What follows belongs to an exercise in optimizing a design on an open flow for small area; a production flow would make more cautious choices.
The RTL was checked by simulation tests, not by an equivalence proof against the original design.
No driver is modelled on the clock port, so clocking that relies on it looks cheaper here than on a real chip.
Power figures rest on the tool's default switching activity, not on a simulated workload.

// timer_heap_scheduler_core
module timer_heap_scheduler_core
#(
  parameter int DEPTH = ths_pkg::DEPTH_DEF
) (
  input  logic        clk,
  input  logic        rst_n,
  input  logic        start,
  output logic        busy,
  input  logic        in_operation,
  input  logic [15:0] in_delay,
  input  logic [7:0]  in_timer_id,
  output logic        out_valid,
  output logic [1:0]  out_kind,
  output logic [7:0]  out_fired_id,
  output logic [31:0] out_at_time,
  output logic        out_last
);
For scale: about 73 I/O pins.
clock: 9.0 ns
lec_check: 0
cap_margin: 20
core_margin: 2
core_utilization: 60
cts_cluster_diameter: 120
cts_cluster_size: 32
slew_margin: 20
standard.sh (not shown) runs the stock make flow with config.mk's settings and CLKGATE_MAP_FILE= SYNTH_SCRIPT=/design/flow/synth_recipe.tcl, a recipe that flattens the netlist after the stock synthesis.
==> flow/flow/run.sh <==
#!/bin/bash
# Layout flow: the standard ORFS flow with two changes that leave the design and the
# measurement alone:
#  - synthesis is the standard flow's own script (synth_recipe.tcl) with ABC's combinational mapping
#    done by an area-oriented script (flow/area.abc) instead of ORFS's speed script;
#    registers, their names and cell types come out as in the standard synthesis;
#    ORFS's half-adder extraction is skipped (ADDER_MAP_FILE empty) so that ABC maps the
#    counters together with their enable and reset logic;
#  - the port buffers are the smallest buffer cell (sky130_fd_sc_hd__buf_1); every input
#    and output port still gets its own buffer.
#  - clock tree synthesis adds no dummy loads (-dont_use_dummy_load); otherwise the same
#    clock_tree_synthesis arguments ORFS builds from CTS_CLUSTER_SIZE/DIAMETER.
# Full tool output: flow_standard.log (and ORFS's per-step logs under orfs/logs).
set -euo pipefail
W=$PWD
ABC_SCRIPT=$W/flow/area.abc
cat > $W/area_synth.tcl <<EOT
proc synth {args} { yosys synth -nofsm -noshare {*}\$args }
proc abc {args} {
  set i [lsearch -exact \$args -script]
  if { \$i >= 0 } { lset args [expr {\$i + 1}] $ABC_SCRIPT }
  yosys abc {*}\$args
}
source \$::env(SCRIPTS_DIR)/synth.tcl
# left out here: clear keep_hierarchy, flatten, clean up
yosys rename -hide {w:*\$func\$*}
write_verilog -noattr -nohex -nodec \$::env(RESULTS_DIR)/1_2_yosys.v
EOT
bash standard.sh SYNTH_SCRIPT=$W/area_synth.tcl ADDER_MAP_FILE= \
  "BUFFER_PORTS_ARGS=-buffer_cell sky130_fd_sc_hd__buf_1" \
  "CTS_ARGS=-sink_clustering_enable -repair_clock_nets -sink_clustering_size 32 -sink_clustering_max_diameter 120 -dont_use_dummy_load" \
  finish > flow_standard.log 2>&1
==> flow/flow/area.abc <==
strash
&get -n
&fraig -x
&put
scorr
dc2
strash
&get -n
&dch -f
&nf -R 1000
&put
strash
&get -n
&dch -f
&nf -R 1000
&put
==> next run, changes <==
--- a/flow/flow/run.sh
+++ b/flow/flow/run.sh
@@ -2,2 +2,2 @@
-# Layout flow: the standard ORFS flow with two changes that leave the design and the
-# measurement alone:
+# Layout flow: the standard ORFS flow with these changes, which leave the design and
+# the measurement alone:
@@ -11,2 +11,5 @@
-#  - clock tree synthesis adds no dummy loads (-dont_use_dummy_load); otherwise the same
-#    clock_tree_synthesis arguments ORFS builds from CTS_CLUSTER_SIZE/DIAMETER.
+#  - clock tree synthesis: the sink clusters (36 flip-flops, 80 um) are driven by
+#    clkbuf_16 and the root and branch buffers above them are clkbuf_4 (they only drive a few
+#    clkbuf_16 inputs); no dummy loads (-dont_use_dummy_load). The tree is still built
+#    by TritonCTS with ORFS's other arguments; every flip-flop gets its clock from a
+#    clkbuf_16 leaf buffer.
@@ -31 +34 @@
-  "CTS_ARGS=-sink_clustering_enable -repair_clock_nets -sink_clustering_size 32 -sink_clustering_max_diameter 120 -dont_use_dummy_load" \
+  "CTS_ARGS=-sink_clustering_enable -repair_clock_nets -sink_clustering_size 36 -sink_clustering_max_diameter 80 -dont_use_dummy_load -buf_list {sky130_fd_sc_hd__clkbuf_4 sky130_fd_sc_hd__clkbuf_16} -root_buf sky130_fd_sc_hd__clkbuf_4 -tree_buf sky130_fd_sc_hd__clkbuf_4 -sink_clustering_buffer sky130_fd_sc_hd__clkbuf_16" \
- CORE_UTILIZATION: 60 -> 65
- CTS_CLUSTER_DIAMETER: 120 -> 80
- CTS_CLUSTER_SIZE: 32 -> 36
- PLACE_DENSITY: not set -> 0.8
Outcome: Cell area drops by 0.95%. Clock-buffer cell count drops by 2. Worst setup slack gains 0.031 ns. Clock power drops by 11%. Routed wire length climbs by 4.2%. Sequential share of layout area climbs by 0.76 points. Sequential cell count does not change. Final cell count drops by 0.97%. Combinational power climbs by about 0.6%.
==> next run, changes <==
--- a/flow/flow/run.sh
+++ b/flow/flow/run.sh
@@ -2,2 +2,2 @@
-# Layout flow: the standard ORFS flow with these changes, which leave the design and
-# the measurement alone:
+# Layout flow: the standard ORFS flow with two changes that leave the design and the
+# measurement alone:
@@ -11,5 +11,2 @@
-#  - clock tree synthesis: the sink clusters (36 flip-flops, 80 um) are driven by
-#    clkbuf_16 and the root and branch buffers above them are clkbuf_4 (they only drive a few
-#    clkbuf_16 inputs); no dummy loads (-dont_use_dummy_load). The tree is still built
-#    by TritonCTS with ORFS's other arguments; every flip-flop gets its clock from a
-#    clkbuf_16 leaf buffer.
+#  - clock tree synthesis adds no dummy loads (-dont_use_dummy_load); otherwise the same
+#    clock_tree_synthesis arguments ORFS builds from CTS_CLUSTER_SIZE/DIAMETER.
Die area does not change.
Worst setup slack stays the same.
Via count does not change.
Hold slack is unchanged.
Core utilization is unchanged.
Design area does not change.
Clock-buffer cell count does not change.
Wire length stays the same.
==> next run, changes <==
--- a/flow/flow/run.sh
+++ b/flow/flow/run.sh
@@ -11,2 +10,0 @@
-#  - clock tree synthesis adds no dummy loads (-dont_use_dummy_load); otherwise the same
-#    clock_tree_synthesis arguments ORFS builds from CTS_CLUSTER_SIZE/DIAMETER.
@@ -30,3 +28 @@
-  "BUFFER_PORTS_ARGS=-buffer_cell sky130_fd_sc_hd__buf_1" \
-  "CTS_ARGS=-sink_clustering_enable -repair_clock_nets -sink_clustering_size 36 -sink_clustering_max_diameter 80 -dont_use_dummy_load -buf_list {sky130_fd_sc_hd__clkbuf_4 sky130_fd_sc_hd__clkbuf_16} -root_buf sky130_fd_sc_hd__clkbuf_4 -tree_buf sky130_fd_sc_hd__clkbuf_4 -sink_clustering_buffer sky130_fd_sc_hd__clkbuf_16" \
-  finish > flow_standard.log 2>&1
+  "BUFFER_PORTS_ARGS=-buffer_cell sky130_fd_sc_hd__buf_1" finish > flow_standard.log 2>&1
- CORE_UTILIZATION: 65 -> 60
- CTS_CLUSTER_DIAMETER: 80 -> 120
- CTS_CLUSTER_SIZE: 36 -> 32
- PLACE_DENSITY: 0.8 -> not set
Effect: Combinational power hardly moves. Synthesized area stays the same. Die area increases by 8.1%. Via count decreases by 1.7%. Routed wire length decreases by 3.8%. Worst hold slack improves by 0.012 ns.


Starting RTL as in the previous note.
Settings: LEC_CHECK=0, CAP_MARGIN=20, CORE_MARGIN=2, CORE_UTILIZATION=65, CTS_CLUSTER_DIAMETER=80, CTS_CLUSTER_SIZE=36, PLACE_DENSITY=0.8, SLEW_MARGIN=20; clock period 9.0 ns.
==> flow/flow/run.sh <==
#!/bin/bash
# Layout flow: the standard ORFS flow with these changes, which leave the design and
# the measurement alone:
#  - synthesis is the standard flow's own script (synth_recipe.tcl) with ABC's combinational mapping
#    done by an area-oriented script (flow/area.abc) instead of ORFS's speed script;
#    registers, their names and cell types come out as in the standard synthesis;
#    ORFS's half-adder extraction is skipped (ADDER_MAP_FILE empty) so that ABC maps the
#    counters together with their enable and reset logic;
#  - the port buffers are the smallest buffer cell (sky130_fd_sc_hd__buf_1); every input
#    and output port still gets its own buffer.
#  - clock tree synthesis: the sink clusters (36 flip-flops, 80 um) are driven by
#    clkbuf_16 and the root and branch buffers above them are clkbuf_4 (they only drive a few
#    clkbuf_16 inputs); no dummy loads (-dont_use_dummy_load). The tree is still built
#    by TritonCTS with ORFS's other arguments; every flip-flop gets its clock from a
#    clkbuf_16 leaf buffer.
# Full tool output: flow_standard.log (and ORFS's per-step logs under orfs/logs).
set -euo pipefail
W=$PWD
ABC_SCRIPT=$W/flow/area.abc
cat > $W/area_synth.tcl <<EOT
proc synth {args} { yosys synth -nofsm -noshare {*}\$args }
proc abc {args} {
  set i [lsearch -exact \$args -script]
  if { \$i >= 0 } { lset args [expr {\$i + 1}] $ABC_SCRIPT }
  yosys abc {*}\$args
}
source \$::env(SCRIPTS_DIR)/synth.tcl
# left out here: clear keep_hierarchy, flatten, clean up
yosys rename -hide {w:*\$func\$*}
write_verilog -noattr -nohex -nodec \$::env(RESULTS_DIR)/1_2_yosys.v
EOT
bash standard.sh SYNTH_SCRIPT=$W/area_synth.tcl ADDER_MAP_FILE= \
  "BUFFER_PORTS_ARGS=-buffer_cell sky130_fd_sc_hd__buf_1" \
  "CTS_ARGS=-sink_clustering_enable -repair_clock_nets -sink_clustering_size 36 -sink_clustering_max_diameter 80 -dont_use_dummy_load -buf_list {sky130_fd_sc_hd__clkbuf_4 sky130_fd_sc_hd__clkbuf_16} -root_buf sky130_fd_sc_hd__clkbuf_4 -tree_buf sky130_fd_sc_hd__clkbuf_4 -sink_clustering_buffer sky130_fd_sc_hd__clkbuf_16" \
  finish > flow_standard.log 2>&1
==> flow/flow/area.abc <==
strash
&get -n
&fraig -x
&put
scorr
dc2
strash
&get -n
&dch -f
&nf -R 1000
&put
Edit:
==> flow/flow/run.sh (replaced) <==
#!/bin/bash
# Layout flow: the standard ORFS flow with two changes that leave the design and the
# measurement alone:
#  - synthesis is the standard flow's own script (synth_recipe.tcl) with ABC's combinational mapping
#    done by an area-oriented script (flow/area.abc) instead of ORFS's speed script;
#    registers, their names and cell types come out as in the standard synthesis;
#  - the port buffers are the smallest buffer cell (sky130_fd_sc_hd__buf_1); every input
#    and output port still gets its own buffer.
# Full tool output: flow_standard.log (and ORFS's per-step logs under orfs/logs).
set -euo pipefail
W=$PWD
ABC_SCRIPT=$W/flow/area.abc
cat > $W/area_synth.tcl <<EOT
proc synth {args} { yosys synth -nofsm -noshare {*}\$args }
proc abc {args} {
  set i [lsearch -exact \$args -script]
  if { \$i >= 0 } { lset args [expr {\$i + 1}] $ABC_SCRIPT }
  yosys abc {*}\$args
}
source \$::env(SCRIPTS_DIR)/synth.tcl
# left out here: clear keep_hierarchy, flatten, clean up
yosys rename -hide {w:*\$func\$*}
write_verilog -noattr -nohex -nodec \$::env(RESULTS_DIR)/1_2_yosys.v
EOT
bash standard.sh SYNTH_SCRIPT=$W/area_synth.tcl \
  "BUFFER_PORTS_ARGS=-buffer_cell sky130_fd_sc_hd__buf_1" finish > flow_standard.log 2>&1
--- a/flow/config.mk
+++ b/flow/config.mk
@@ -9,6 +9,5 @@
 export CORE_MARGIN = 2
-export CORE_UTILIZATION = 65
-export CTS_CLUSTER_DIAMETER = 80
-export CTS_CLUSTER_SIZE = 36
-export PLACE_DENSITY = 0.8
+export CORE_UTILIZATION = 60
+export CTS_CLUSTER_DIAMETER = 120
+export CTS_CLUSTER_SIZE = 30
 export SLEW_MARGIN = 20
Synthesized cell count fell by 2.5%.
Fmax fell by 3.1%.
Register-to-register slack loses 0.49 ns.
Count of clock-buffer cells in the layout rose by 7.
Synthesized area rose by 2.7%.
Power rose by 3.6%.
Clock power rose by 19%.
Core utilization fell by 5.1 points.
Edit:
--- a/flow/flow/run.sh
+++ b/flow/flow/run.sh
@@ -1,4 +1,4 @@
 #!/bin/bash
-# Layout flow: the standard ORFS flow with two changes that leave the design and the
-# measurement alone:
+# Layout flow: the standard ORFS flow with these changes, which leave the design and
+# the measurement alone:
 #  - synthesis is the standard flow's own script (synth_recipe.tcl) with ABC's combinational mapping
@@ -6,4 +6,11 @@
 #    registers, their names and cell types come out as in the standard synthesis;
+#    ORFS's half-adder extraction is skipped (ADDER_MAP_FILE empty) so that ABC maps the
+#    counters together with their enable and reset logic;
 #  - the port buffers are the smallest buffer cell (sky130_fd_sc_hd__buf_1); every input
 #    and output port still gets its own buffer.
+#  - clock tree synthesis: the sink clusters (36 flip-flops, 80 um) are driven by
+#    clkbuf_16 and the root and branch buffers above them are clkbuf_8 (they only drive a few
+#    clkbuf_16 inputs); no dummy loads (-dont_use_dummy_load). The tree is still built
+#    by TritonCTS with ORFS's other arguments; every flip-flop gets its clock from a
+#    clkbuf_16 leaf buffer.
 # Full tool output: flow_standard.log (and ORFS's per-step logs under orfs/logs).
@@ -24,3 +31,5 @@
 EOT
-bash standard.sh SYNTH_SCRIPT=$W/area_synth.tcl \
-  "BUFFER_PORTS_ARGS=-buffer_cell sky130_fd_sc_hd__buf_1" finish > flow_standard.log 2>&1
+bash standard.sh SYNTH_SCRIPT=$W/area_synth.tcl ADDER_MAP_FILE= \
+  "BUFFER_PORTS_ARGS=-buffer_cell sky130_fd_sc_hd__buf_1" \
+  "CTS_ARGS=-sink_clustering_enable -repair_clock_nets -sink_clustering_size 36 -sink_clustering_max_diameter 80 -dont_use_dummy_load -buf_list {sky130_fd_sc_hd__clkbuf_8 sky130_fd_sc_hd__clkbuf_16} -root_buf sky130_fd_sc_hd__clkbuf_8 -tree_buf sky130_fd_sc_hd__clkbuf_8 -sink_clustering_buffer sky130_fd_sc_hd__clkbuf_16" \
+  finish > flow_standard.log 2>&1
--- a/flow/flow/area.abc
+++ b/flow/flow/area.abc
@@ -11 +11,6 @@
 &put
+strash
+&get -n
+&dch -f
+&nf -R 1000
+&put
--- a/flow/config.mk
+++ b/flow/config.mk
@@ -9,5 +9,6 @@
 export CORE_MARGIN = 2
-export CORE_UTILIZATION = 60
-export CTS_CLUSTER_DIAMETER = 120
-export CTS_CLUSTER_SIZE = 30
+export CORE_UTILIZATION = 65
+export CTS_CLUSTER_DIAMETER = 80
+export CTS_CLUSTER_SIZE = 36
+export PLACE_DENSITY = 0.8
 export SLEW_MARGIN = 20
Maximum frequency came out higher slightly.
Power drops by a few percent.
Synthesized cell count goes up slightly.
Via count rose by a few percent.
Final area is lower by a few percent.
Edit:
--- a/flow/flow/run.sh
+++ b/flow/flow/run.sh
@@ -1,4 +1,4 @@
 #!/bin/bash
-# Layout flow: the standard ORFS flow with these changes, which leave the design and
-# the measurement alone:
+# Layout flow: the standard ORFS flow with two changes that leave the design and the
+# measurement alone:
 #  - synthesis is the standard flow's own script (synth_recipe.tcl) with ABC's combinational mapping
@@ -10,7 +10,4 @@
 #    and output port still gets its own buffer.
-#  - clock tree synthesis: the sink clusters (36 flip-flops, 80 um) are driven by
-#    clkbuf_16 and the root and branch buffers above them are clkbuf_8 (they only drive a few
-#    clkbuf_16 inputs); no dummy loads (-dont_use_dummy_load). The tree is still built
-#    by TritonCTS with ORFS's other arguments; every flip-flop gets its clock from a
-#    clkbuf_16 leaf buffer.
+#  - clock tree synthesis adds no dummy loads (-dont_use_dummy_load); otherwise the same
+#    clock_tree_synthesis arguments ORFS builds from CTS_CLUSTER_SIZE/DIAMETER.
 # Full tool output: flow_standard.log (and ORFS's per-step logs under orfs/logs).
@@ -33,3 +30,3 @@
   "BUFFER_PORTS_ARGS=-buffer_cell sky130_fd_sc_hd__buf_1" \
-  "CTS_ARGS=-sink_clustering_enable -repair_clock_nets -sink_clustering_size 36 -sink_clustering_max_diameter 80 -dont_use_dummy_load -buf_list {sky130_fd_sc_hd__clkbuf_8 sky130_fd_sc_hd__clkbuf_16} -root_buf sky130_fd_sc_hd__clkbuf_8 -tree_buf sky130_fd_sc_hd__clkbuf_8 -sink_clustering_buffer sky130_fd_sc_hd__clkbuf_16" \
+  "CTS_ARGS=-sink_clustering_enable -repair_clock_nets -sink_clustering_size 36 -sink_clustering_max_diameter 60 -dont_use_dummy_load" \
   finish > flow_standard.log 2>&1
--- a/flow/config.mk
+++ b/flow/config.mk
@@ -9,6 +9,6 @@
 export CORE_MARGIN = 2
-export CORE_UTILIZATION = 65
-export CTS_CLUSTER_DIAMETER = 80
+export CORE_UTILIZATION = 70
+export CTS_CLUSTER_DIAMETER = 60
 export CTS_CLUSTER_SIZE = 36
-export PLACE_DENSITY = 0.8
+export PLACE_DENSITY = 0.85
 export SLEW_MARGIN = 20
Outcome:
- setup slack gets worse by 0.30 ns
- design area hardly moves
- total power came out higher by 2.2%
- via count came out higher by 1.9%
- sequential cell count does not change
Edit:
--- a/flow/flow/run.sh
+++ b/flow/flow/run.sh
@@ -1,4 +1,4 @@
 #!/bin/bash
-# Layout flow: the standard ORFS flow with two changes that leave the design and the
-# measurement alone:
+# Layout flow: the standard ORFS flow with these changes, which leave the design and
+# the measurement alone:
 #  - synthesis is the standard flow's own script (synth_recipe.tcl) with ABC's combinational mapping
@@ -10,4 +10,7 @@
 #    and output port still gets its own buffer.
-#  - clock tree synthesis adds no dummy loads (-dont_use_dummy_load); otherwise the same
-#    clock_tree_synthesis arguments ORFS builds from CTS_CLUSTER_SIZE/DIAMETER.
+#  - clock tree synthesis: the sink clusters (36 flip-flops, 80 um) are driven by
+#    clkbuf_16 and the root and branch buffers above them are clkbuf_4 (they only drive a few
+#    clkbuf_16 inputs); no dummy loads (-dont_use_dummy_load). The tree is still built
+#    by TritonCTS with ORFS's other arguments; every flip-flop gets its clock from a
+#    clkbuf_16 leaf buffer.
 # Full tool output: flow_standard.log (and ORFS's per-step logs under orfs/logs).
@@ -30,3 +33,3 @@
   "BUFFER_PORTS_ARGS=-buffer_cell sky130_fd_sc_hd__buf_1" \
-  "CTS_ARGS=-sink_clustering_enable -repair_clock_nets -sink_clustering_size 36 -sink_clustering_max_diameter 60 -dont_use_dummy_load" \
+  "CTS_ARGS=-sink_clustering_enable -repair_clock_nets -sink_clustering_size 36 -sink_clustering_max_diameter 80 -dont_use_dummy_load -buf_list {sky130_fd_sc_hd__clkbuf_4 sky130_fd_sc_hd__clkbuf_16} -root_buf sky130_fd_sc_hd__clkbuf_4 -tree_buf sky130_fd_sc_hd__clkbuf_4 -sink_clustering_buffer sky130_fd_sc_hd__clkbuf_16" \
   finish > flow_standard.log 2>&1
==> flow/flow/area.abc (replaced) <==
strash
&get -n
&fraig -x
&put
scorr
dc2
strash
&get -n
&dch -f
&nf -R 1000 -p -F 8 -A 4 -a
&put
strash
&get -n
&dch -f
&nf -R 1000 -p -F 8 -A 4 -a
&put
--- a/flow/config.mk
+++ b/flow/config.mk
@@ -9,6 +9,6 @@
 export CORE_MARGIN = 2
-export CORE_UTILIZATION = 70
-export CTS_CLUSTER_DIAMETER = 60
+export CORE_UTILIZATION = 65
+export CTS_CLUSTER_DIAMETER = 80
 export CTS_CLUSTER_SIZE = 36
-export PLACE_DENSITY = 0.85
+export PLACE_DENSITY = 0.8
 export SLEW_MARGIN = 20
Global-route usage shrinks by 4.4 points.
Worst hold slack is worse by 0.0037 ns.
Count of clock-buffer cells in the layout shrinks by 1.
Core utilization shrinks by 4.6 points.
Edit:
--- a/flow/flow/run.sh
+++ b/flow/flow/run.sh
@@ -1,4 +1,4 @@
 #!/bin/bash
-# Layout flow: the standard ORFS flow with these changes, which leave the design and
-# the measurement alone:
+# Layout flow: the standard ORFS flow with two changes that leave the design and the
+# measurement alone:
 #  - synthesis is the standard flow's own script (synth_recipe.tcl) with ABC's combinational mapping
@@ -10,7 +10,4 @@
 #    and output port still gets its own buffer.
-#  - clock tree synthesis: the sink clusters (36 flip-flops, 80 um) are driven by
-#    clkbuf_16 and the root and branch buffers above them are clkbuf_4 (they only drive a few
-#    clkbuf_16 inputs); no dummy loads (-dont_use_dummy_load). The tree is still built
-#    by TritonCTS with ORFS's other arguments; every flip-flop gets its clock from a
-#    clkbuf_16 leaf buffer.
+#  - clock tree synthesis adds no dummy loads (-dont_use_dummy_load); otherwise the same
+#    clock_tree_synthesis arguments ORFS builds from CTS_CLUSTER_SIZE/DIAMETER.
 # Full tool output: flow_standard.log (and ORFS's per-step logs under orfs/logs).
@@ -33,3 +30,3 @@
   "BUFFER_PORTS_ARGS=-buffer_cell sky130_fd_sc_hd__buf_1" \
-  "CTS_ARGS=-sink_clustering_enable -repair_clock_nets -sink_clustering_size 36 -sink_clustering_max_diameter 80 -dont_use_dummy_load -buf_list {sky130_fd_sc_hd__clkbuf_4 sky130_fd_sc_hd__clkbuf_16} -root_buf sky130_fd_sc_hd__clkbuf_4 -tree_buf sky130_fd_sc_hd__clkbuf_4 -sink_clustering_buffer sky130_fd_sc_hd__clkbuf_16" \
+  "CTS_ARGS=-sink_clustering_enable -repair_clock_nets -sink_clustering_size 36 -sink_clustering_max_diameter 80 -dont_use_dummy_load -buf_list {sky130_fd_sc_hd__clkbuf_8 sky130_fd_sc_hd__clkbuf_16} -root_buf sky130_fd_sc_hd__clkbuf_8 -tree_buf sky130_fd_sc_hd__clkbuf_8 -sink_clustering_buffer sky130_fd_sc_hd__clkbuf_16" \
   finish > flow_standard.log 2>&1
==> flow/flow/area.abc (replaced) <==
strash
&get -n
&fraig -x
&put
scorr
dc2
strash
&get -n
&dch -f
&nf -R 1000
&put
strash
&get -n
&dch -f
&nf -R 1000
&put
After rerunning: Cell count is about the same. Maximum frequency fell by about 2.2%. Sequential power stays flat. Sequential share of layout area is unchanged. Final area is unchanged. Via count increases by about 3%. Synthesized cell count is about the same. First-iteration DRC count stays the same. Power grows by about 0.56%.

## what the ideal ports hide
How much do the figures lean on ideal ports? The routed layouts below were timed once more, with nothing changed but the port constraints. Step 1: set_driving_cell puts a clkbuf_16 on clk and a buf_2 on each other input, an assumption about the parent block. Step 2 moves the port delays by t, midway between the first and last clock arrival at a register: inputs arrive t later, outputs are due t later. That takes back most of the time a late clock gives input paths. Three values: ideal ports, drivers, drivers and shift; two values: the first two.
run | t, ns | setup WS [ns] | worst register clock-pin slew, ns
the first run of note 1 | 0.525 | 1.576 / 1.599 / 1.074 | 0.11 / 0.11
the second run of note 1 | 0.700 | 1.607 / 1.621 / 0.921 | 0.12 / 0.12
the third run of note 1 | 0.700 | 1.607 / 1.621 / 0.921 | 0.12 / 0.12
the fourth run of note 1 | 0.545 | 1.581 / 1.604 / 1.058 | 0.11 / 0.11
the first run of note 2 | 0.699 | 1.633 / 1.645 / 0.947 | 0.12 / 0.12
the second run of note 2 | 0.538 | 1.393 / 1.408 / 0.870 | 0.11 / 0.11
the third run of note 2 | 0.580 | 1.489 / 1.504 / 0.924 | 0.12 / 0.12
the fourth run of note 2 | 0.539 | 1.184 / 1.198 / 0.659 | 0.12 / 0.12
the fifth run of note 2 | 0.679 | 1.653 / 1.667 / 0.988 | 0.12 / 0.12
the sixth run of note 2 | 0.580 | 1.489 / 1.504 / 0.924 | 0.12 / 0.12
After both steps setup and hold are still met in every run listed.
